Context: an optimization exercise on an open-source flow, tuned for small area, a short achievable clock period and few clock cycles. The choices shown serve that exercise and are no tape-out recipe.
Only simulation tests tie the RTL to the original design; equivalence was not proved.
Power and IR drop assume default switching activity.

`flow/config.mk`:
```
export PLATFORM = sky130hd
export DESIGN_NAME = idct_top
export DESIGN_NICKNAME = idct_top
export VERILOG_FILES = /design/flow/design.v
export SDC_FILE = /design/flow/constraint.sdc
export NUM_CORES = 4
export LEC_CHECK = 0
export CAP_MARGIN = 20
export CORE_MARGIN = 2
export CORE_UTILIZATION = 40
export SLEW_MARGIN = 20
```
`flow/constraint.sdc`:
```
create_clock -name core_clock -period 10.0 [get_ports {CLOCK_50}]
set_input_delay 2.0000 -clock core_clock [delete_from_list [all_inputs] [get_ports {CLOCK_50}]]
set_output_delay 2.0000 -clock core_clock [all_outputs]
set_load 0.01 [all_outputs]
```
`flow/design.v`:
```
package idct_pkg;
	typedef logic [17:0] sram_addr_t;
	typedef logic [15:0] sram_data_t;
	typedef logic signed [15:0] coef_t;      
	typedef logic signed [31:0] acc_t;       
	typedef logic [7:0] pixel_t;
	typedef logic [5:0] buf_addr_t;          
	typedef enum logic {
		ROW_PASS,
		COL_PASS
	} pass_t;
	localparam int BLOCK_N = 8;
	localparam int ROW_SHIFT = 8;
	localparam int COL_SHIFT = 16;
	function automatic logic signed [11:0] cos_table(input logic [5:0] idx);
		logic signed [11:0] c;
		case (idx)
			6'd0, 6'd1, 6'd2, 6'd3, 6'd4, 6'd5, 6'd6, 6'd7: c = 12'sd1448;
			6'd8: c = 12'sd2008;   6'd9: c = 12'sd1702;   6'd10: c = 12'sd1137;  6'd11: c = 12'sd399;
			6'd12: c = -12'sd399;  6'd13: c = -12'sd1137; 6'd14: c = -12'sd1702; 6'd15: c = -12'sd2008;
			6'd16: c = 12'sd1892;  6'd17: c = 12'sd783;   6'd18: c = -12'sd783;  6'd19: c = -12'sd1892;
			6'd20: c = -12'sd1892; 6'd21: c = -12'sd783;  6'd22: c = 12'sd783;   6'd23: c = 12'sd1892;
			6'd24: c = 12'sd1702;  6'd25: c = -12'sd399;  6'd26: c = -12'sd2008; 6'd27: c = -12'sd1137;
			6'd28: c = 12'sd1137;  6'd29: c = 12'sd2008;  6'd30: c = 12'sd399;   6'd31: c = -12'sd1702;
			6'd32: c = 12'sd1448;  6'd33: c = -12'sd1448; 6'd34: c = -12'sd1448; 6'd35: c = 12'sd1448;
			6'd36: c = 12'sd1448;  6'd37: c = -12'sd1448; 6'd38: c = -12'sd1448; 6'd39: c = 12'sd1448;
			6'd40: c = 12'sd1137;  6'd41: c = -12'sd2008; 6'd42: c = 12'sd399;   6'd43: c = 12'sd1702;
			6'd44: c = -12'sd1702; 6'd45: c = -12'sd399;  6'd46: c = 12'sd2008;  6'd47: c = -12'sd1137;
			6'd48: c = 12'sd783;   6'd49: c = -12'sd1892; 6'd50: c = 12'sd1892;  6'd51: c = -12'sd783;
			6'd52: c = -12'sd783;  6'd53: c = 12'sd1892;  6'd54: c = -12'sd1892; 6'd55: c = 12'sd783;
			6'd56: c = 12'sd399;   6'd57: c = -12'sd1137; 6'd58: c = 12'sd1702;  6'd59: c = -12'sd2008;
			6'd60: c = 12'sd2008;  6'd61: c = -12'sd1702; 6'd62: c = 12'sd1137;  default: c = -12'sd399;
		endcase
		cos_table = c;
	endfunction
endpackage
module idct_top #(
	parameter logic [17:0] IN_BASE = 18'd76800,
	parameter logic [17:0] OUT_BASE = 18'd0
) (
	input logic CLOCK_50,
	input logic Resetn,
	input logic start,
	input logic [15:0] SRAM_read_data,
	output logic [17:0] SRAM_address,
	output logic [15:0] SRAM_write_data,
	output logic we_n,
	output logic done
);
	localparam logic [6:0] C_COL0 = 7'd71;      
	localparam logic [6:0] C_WR0 = 7'd75;       
	localparam logic [6:0] C_LAST = 7'd107;     
	localparam logic [6:0] C_DONE = 7'd108;
	logic busy;
	logic [6:0] cyc;
	logic accept;
	assign accept = start && (!busy || cyc == C_DONE);
	always_ff @(posedge CLOCK_50 or negedge Resetn) begin
		if (!Resetn) begin
			busy <= 1'b0;
			cyc <= '0;
		end else if (!busy || cyc == C_DONE) begin
			busy <= start;
			cyc <= '0;
		end else begin
			cyc <= cyc + 7'd1;
		end
	end
	logic signed [15:0] sh [0:6];
	logic signed [15:0] hold [0:7];
	always_ff @(posedge CLOCK_50) begin
		sh[0] <= SRAM_read_data;
		for (int j = 1; j < 7; j++) sh[j] <= sh[j-1];
		if (cyc[2:0] == 3'd1) begin
			hold[7] <= SRAM_read_data;
			for (int m = 0; m < 7; m++) hold[m] <= sh[6-m];
		end
	end
	logic signed [21:0] ring [0:7][0:7];
	logic signed [21:0] hi_dly [0:3];
	logic signed [21:0] ins;
	logic signed [31:0] e_q, o_q;
	logic signed [31:0] lo_sum, hi_sum;
	logic [6:0] rel;           
	logic in_rows;
	assign lo_sum = e_q + o_q;
	assign hi_sum = e_q - o_q;
	assign rel = cyc - 7'd12;
	assign in_rows = (cyc >= 7'd12) && (cyc < 7'd76);
	assign ins = (rel[2] == 1'b0) ? lo_sum[29:8] : hi_dly[3];
	always_ff @(posedge CLOCK_50) begin
		hi_dly[0] <= hi_sum[29:8];
		for (int j = 1; j < 4; j++) hi_dly[j] <= hi_dly[j-1];
		for (int k = 0; k < 8; k++) begin
			for (int j = 1; j < 8; j++) ring[k][j] <= ring[k][j-1];
			if (in_rows && rel[5:3] == 3'(k)) ring[k][0] <= ins;
			else ring[k][0] <= ring[k][7];
		end
	end
	logic col_pass;
	logic [1:0] idx;
	logic [6:0] crel;
	logic signed [21:0] v [0:7];
	assign col_pass = (cyc >= C_COL0);
	assign crel = cyc - C_COL0;
	assign idx = col_pass ? crel[4:3] : (cyc[1:0] - 2'd2);
	always_comb begin
		for (int k = 0; k < 8; k++) v[k] = col_pass ? ring[k][0] : 22'(hold[k]);
	end
	logic signed [22:0] a_q;
	logic signed [21:0] u2_q, u6_q, q2008_q, q1702_q, q1137_q, q399_q;
	logic [1:0] idx_q;
	always_ff @(posedge CLOCK_50) begin
		idx_q <= idx;
		case (idx)
			2'd0: begin
				a_q <= v[0] + v[4];
				u2_q <= v[2];
				u6_q <= v[6];
				q2008_q <= v[1];
				q1702_q <= v[3];
				q1137_q <= v[5];
				q399_q <= v[7];
			end
			2'd1: begin
				a_q <= v[0] - v[4];
				u2_q <= ~v[6];
				u6_q <= v[2];
				q2008_q <= ~v[5];
				q1702_q <= v[1];
				q1137_q <= ~v[7];
				q399_q <= ~v[3];
			end
			2'd2: begin
				a_q <= v[0] - v[4];
				u2_q <= v[6];
				u6_q <= ~v[2];
				q2008_q <= ~v[3];
				q1702_q <= v[7];
				q1137_q <= v[1];
				q399_q <= v[5];
			end
			default: begin
				a_q <= v[0] + v[4];
				u2_q <= ~v[2];
				u6_q <= ~v[6];
				q2008_q <= ~v[7];
				q1702_q <= v[5];
				q1137_q <= ~v[3];
				q399_q <= v[1];
			end
		endcase
	end
	logic signed [31:0] ke, ko;
	always_comb begin
		case (idx_q)
			2'd0: begin ke = 32'sd0; ko = 32'sd0; end
			2'd1: begin ke = 32'sd1892; ko = 32'sd3544; end
			2'd2: begin ke = 32'sd783; ko = 32'sd2008; end
			default: begin ke = 32'sd2675; ko = 32'sd3145; end
		endcase
	end
	always_ff @(posedge CLOCK_50) begin
		e_q <= 32'(a_q) * 32'sd1448 + 32'(u2_q) * 32'sd1892 + 32'(u6_q) * 32'sd783 + ke;
		o_q <= 32'(q2008_q) * 32'sd2008 + 32'(q1702_q) * 32'sd1702 + 32'(q1137_q) * 32'sd1137
			+ 32'(q399_q) * 32'sd399 + ko;
	end
	function automatic logic [7:0] clip(input logic [31:0] s);
		if (s[31]) clip = 8'd0;
		else if (s[30:24] != 7'd0) clip = 8'd255;
		else clip = s[23:16];
	endfunction
	logic [7:0] pix_lo, pix_hi, prev_lo, prev_hi;
	always_ff @(posedge CLOCK_50) begin
		pix_lo <= clip(lo_sum);
		pix_hi <= clip(hi_sum);
		prev_lo <= pix_lo;
		prev_hi <= pix_hi;
	end
	logic [6:0] wrel;         
	logic [2:0] wph;          
	logic [1:0] wlap;
	logic [1:0] cp;
	logic swap;
	logic [15:0] pend_data;
	logic [4:0] pend_addr;
	logic pend;
	assign wrel = cyc - 7'd74;
	assign wlap = wrel[4:3];
	assign wph = wrel[2:0] + 3'd2;
	always_comb begin
		case (wph)
			3'd3: begin cp = 2'd1; swap = 1'b0; end
			3'd5: begin cp = 2'd3; swap = 1'b1; end
			3'd7: begin cp = 2'd2; swap = 1'b1; end
			default: begin cp = 2'd0; swap = 1'b0; end
		endcase
	end
	always_ff @(posedge CLOCK_50) begin
		pend_data <= swap ? {pix_hi, prev_hi} : {prev_hi, pix_hi};
		pend_addr <= {1'b1, ~wlap, cp};        
		if (pend) begin
			SRAM_write_data <= pend_data;
		end else begin
			SRAM_write_data <= swap ? {pix_lo, prev_lo} : {prev_lo, pix_lo};
		end
	end
	always_ff @(posedge CLOCK_50 or negedge Resetn) begin
		if (!Resetn) begin
			SRAM_address <= '0;
			we_n <= 1'b1;
			done <= 1'b0;
			pend <= 1'b0;
		end else begin
			done <= busy && (cyc == C_LAST);
			we_n <= 1'b1;
			pend <= 1'b0;
			if (accept) begin
				SRAM_address <= IN_BASE;
			end else if (busy && cyc < 7'd63) begin
				SRAM_address <= IN_BASE + 18'(cyc + 7'd1);
			end else if (busy && cyc >= C_WR0 && cyc < C_LAST) begin
				we_n <= 1'b0;
				if (wph[0]) begin
					SRAM_address <= OUT_BASE + 18'({1'b0, wlap, cp});
					pend <= 1'b1;
				end else begin
					SRAM_address <= OUT_BASE + 18'(pend_addr);
				end
			end
		end
	end
endmodule
```
`flow/run.sh`:
```
#!/bin/bash
# synth_recipe.tcl (not shown) runs the flow's synth.tcl, then flattens the netlist and writes it again
# the make line also repeats each setting of config.mk as NAME=value (left out here)
make -C /OpenROAD-flow-scripts/flow DESIGN_CONFIG=/design/flow/config.mk WORK_HOME=/design/flow/orfs CLKGATE_MAP_FILE= SYNTH_SCRIPT=/design/flow/synth_recipe.tcl finish
```
==> metrics.yaml <==
ys_types: 91
grt_pass1_vias: 54100
drc_errors: 0
min_period_ns: 9.66
wl_per_cell_um: 19.7
area_growth_pct: 12.9
synth.area.top_cells: "dfxtp_1 43%, fa_1 17%, ha_1 11%"
ant_nets: 0
dpl_cell_area_um2: 92300
end_kind: "flop"
globalplace.congestion: 0.913
first_iter_violations: 3467
gr-usage-met3_pct: 2.64
track_usage_pct: 19.1
powerDensity_nw_per_um2: 167
path_max_fanout: 3
fillers: 19800
maxSlewHeadroom_pct: 28.0
max_stage_delay_ns: 0.57
start_util_pct: 40.2
cp_slowest_cell: "fa_1"
dp_hpwl_mm: 164
crit_required_ns: 10.71
die-area_um2: 224000
die_height_um: 473
synth-async-reset-ratio_pct: 0.978
syn_avg_cell_area_um2: 11.7
hold_path_class: "reg2reg"
pwr-share-clk_pct: 45.8
placementRows: 172
hold_slack_ns: 0.255
start_kind: "flop"
maxCapViolCount: 0
cts_tree: "yes"
synthFlopType: "dfxtp_1"
p_comb_share_pct: 0.2
grt_use_met1_pct: 26.9
clockBufferDepth: 3
final_area_um2: 99600
syn-cell-area_um2: 88200
fin_nets: 9233
seqPwrFrac_pct: 54.0
cts.clk_slew.worst_paths_ns: 0.07
postSynthCellCount: 7563
dr.pass1.iters: 6
drive_gt1_share_pct: 8.72
grt_max_degree: 108
tightest_slew_ns: 1.08
antenna_found_initial: 6
power.switching_mw: 3.54
fmax_ghz: 0.104
setup_violations: 0
coreArea_um2: 219000
top_usage_layer: "met2"
period_share_pct: 96.6
overflow: 0
ys_seq_elements: 2045
status: "finished clean"
grt_pass1_wl_mm: 325
final-instance-count-excl-fill: 10800
synth_edf_count: 128
hold_viol: 0
path_class: "reg2reg"
ys_seq_area_share_pct: 48.0
power.leakage_nw: 45.6
clk_latency_ns: 0.85
die_x_um: 473
drv_slew: 0
skew_ns: 0.0866
cts_buffers: 195
yosys.area.top_type_share_pct: 43.1
ctsHtreeMaxLevel: 4
swShare_pct: 21.2
cp_common_cell: "fa_1"
cts_hold_buf: 0
ir_drop_uv: 185
routed_wl_mm: 212
yosysWarnings: 6
grt_use_met2_pct: 31.0
routed_via_density: 4.81
fin_util_pct: 45.4
vias: 51800
crit_arrival_ns: 10.37
clock-sinks: 2045
dp_cells: 10400
yosysTopAreaCell: "dfxtp_1"
root_buffer: "clkbuf_16"
p_int_mw: 13.1
ios: 55
rsz0062_at_grt: "yes"
numPortBuffers: 48
==> kinds of logic (layout without fill, tap and decap cells) <==
kind of cell	after synthesis	in the layout	share of synthesized area (%)
muxes	224	224	2.73
AOI/OAI and AO/OA	1025	1025	7.55
and+or+nand+nor	1099	1099	5.48
adders and majority gates	1485	1485	27.4
DFF	2045	2045	48.0
xor gates and xnor gates	276	276	2.79
buffers and inverters	1408	1737	6.07
other	1	9	0.00425
==> what timing repair did <==
| item | 4_1_cts | 5_1_grt |
|---|---|---|
| setup buffers | 0 | 7 |
| resized for setup | 2 | 76 |
| pin swaps | 1 | 43 |
| endpoints found under the setup margin | 1 | 14 |
==> stage by stage <==
stage,TNS (ns),worst slack [ns],power (mW)
5_1_grt,-0.254,-0.124,17.2
2_1_floorplan,0,0.559,9.05
4_1_cts,0,0.0337,16.8
6_report,0,0.344,16.7
3_3_place_gp,0,0.103,9.20
3_5_place_dp,-0.0223,-0.0223,9.20
==> cell usage after synthesis (29+ instances only) <==
library cell / number
o21a_1: 35
xnor2_1: 196
a21oi_1: 359
nor2_1: 304
o21ai_0: 164
clkbuf_1: 139
dfxtp_1: 1897
mux2i_1: 92
ha_1: 745
mux2_2: 132
fa_1: 740
nor3_1: 88
nand3_1: 47
nand2_1: 474
a211oi_1: 51
edfxtp_1: 128
a21o_1: 68
xor2_1: 77
nor2b_1: 32
inv_1: 1225
a31oi_1: 29
o21bai_1: 37
==> final timing paths <==
kind | start | end | slack, ns | cells after the start
setup reg to reg | q1702_q[6] | o_q[31] | 0.34 | 40
max in group asynchronous | Resetn | cyc[2] | 7.71 | 1
hold reg to reg | ring[52][14] | ring[53][14] | 0.25 | 0
setup / recovery | q1702_q[6] | o_q[31] | 0.34 | 40
min in group asynchronous | Resetn | SRAM_address[0] | 1.69 | 1
hold / removal | ring[52][14] | ring[53][14] | 0.25 | 0
==> power groups by stage <==
stage               logic, mW  clock network [mW]  registers (mW)
CTS                    0.0299                7.79            9.01
finish                 0.0298                7.64            9.01
floorplan              0.0176                   0            9.04
global placement       0.0296                   0            9.17
global route           0.0323                8.13            9.05
detailed placement     0.0298                   0            9.17
==> cell usage in the layout (no fill, tap or decap), types with 159 or more instances in the layout <==
cell type	netlist	routed
dfxtp_1	1897	1886
inv_1	1225	1217
fa_1	740	736
ha_1	745	730
nand2_1	474	473
a21oi_1	359	343
nor2_1	304	302
clkbuf_16	0	200
xnor2_1	196	194
o21ai_0	164	159
==> layer usage <==
layer,routed length (um),part of all wire [%]
met1,102000,48
met2,96900,46
met3,8910,4.2
met4,4670,2.2
met5,0,0
==> cell type report <==
cell class	count	area [um2]	area share, %
antenna	3	7.51	0.00754
sequential	2045	42300	42.5
clock buffer	268	5590	5.61
timing repair buffer	146	1240	1.25
tap	2871	3590	3.61
clock inverter	97	1240	1.25
multi-input combinational	4115	40900	41.1
inverter	1226	4600	4.62
==> critical path: cells and delay by family (launching register included) <==
kind,cells,cell delay (ns)
adder cells (fa/ha/maj),14,5.95
buffers and inverters,10,0.65
AO/OA/AOI/OAI,12,1.63
AND/OR/NAND/NOR,1,0.38
flip-flops,1,0.36
XOR/XNOR,3,0.54
==> state kept, by name, summed over array words and instances, names as in the netlist, 9 cells and up <==
register         count
q399_q              22
sh                 112
o_q                 32
q2008_q             22
a_q                 23
ring              1408
u2_q                22
pend_data           16
SRAM_write_data     16
hold               128
SRAM_address         9
hi_dly              88
e_q                 32
q1702_q             22
u6_q                22
q1137_q             22
Testbench counts, summed over its fixed seeds: cycles 20,928.

-- static timing again, ports no longer ideal --
Ports are ideal in the flow. The routed layout listed here was re-timed in OpenROAD. Step 1: set_driving_cell puts a clkbuf_16 on CLOCK_50 and a buf_2 on each other input, an assumption about the parent block. Step 2 also shifts input and output timing later by t, the mid clock arrival at the registers, as if the neighbouring blocks saw the same clock. a / b / c = no drivers / after step 1 / after step 2; a / b = the first two.
shift t [ns]: 0.901
slack for setup (ns): 0.344 / 0.344 / 0.344
worst slew at a driven data input, ns: 0.04
pins driven straight from the clock port: 1
After both steps this run still meets setup and hold. The setup slack of this run moves by 0.000 ns with the drivers and by 0.000 ns with both steps.
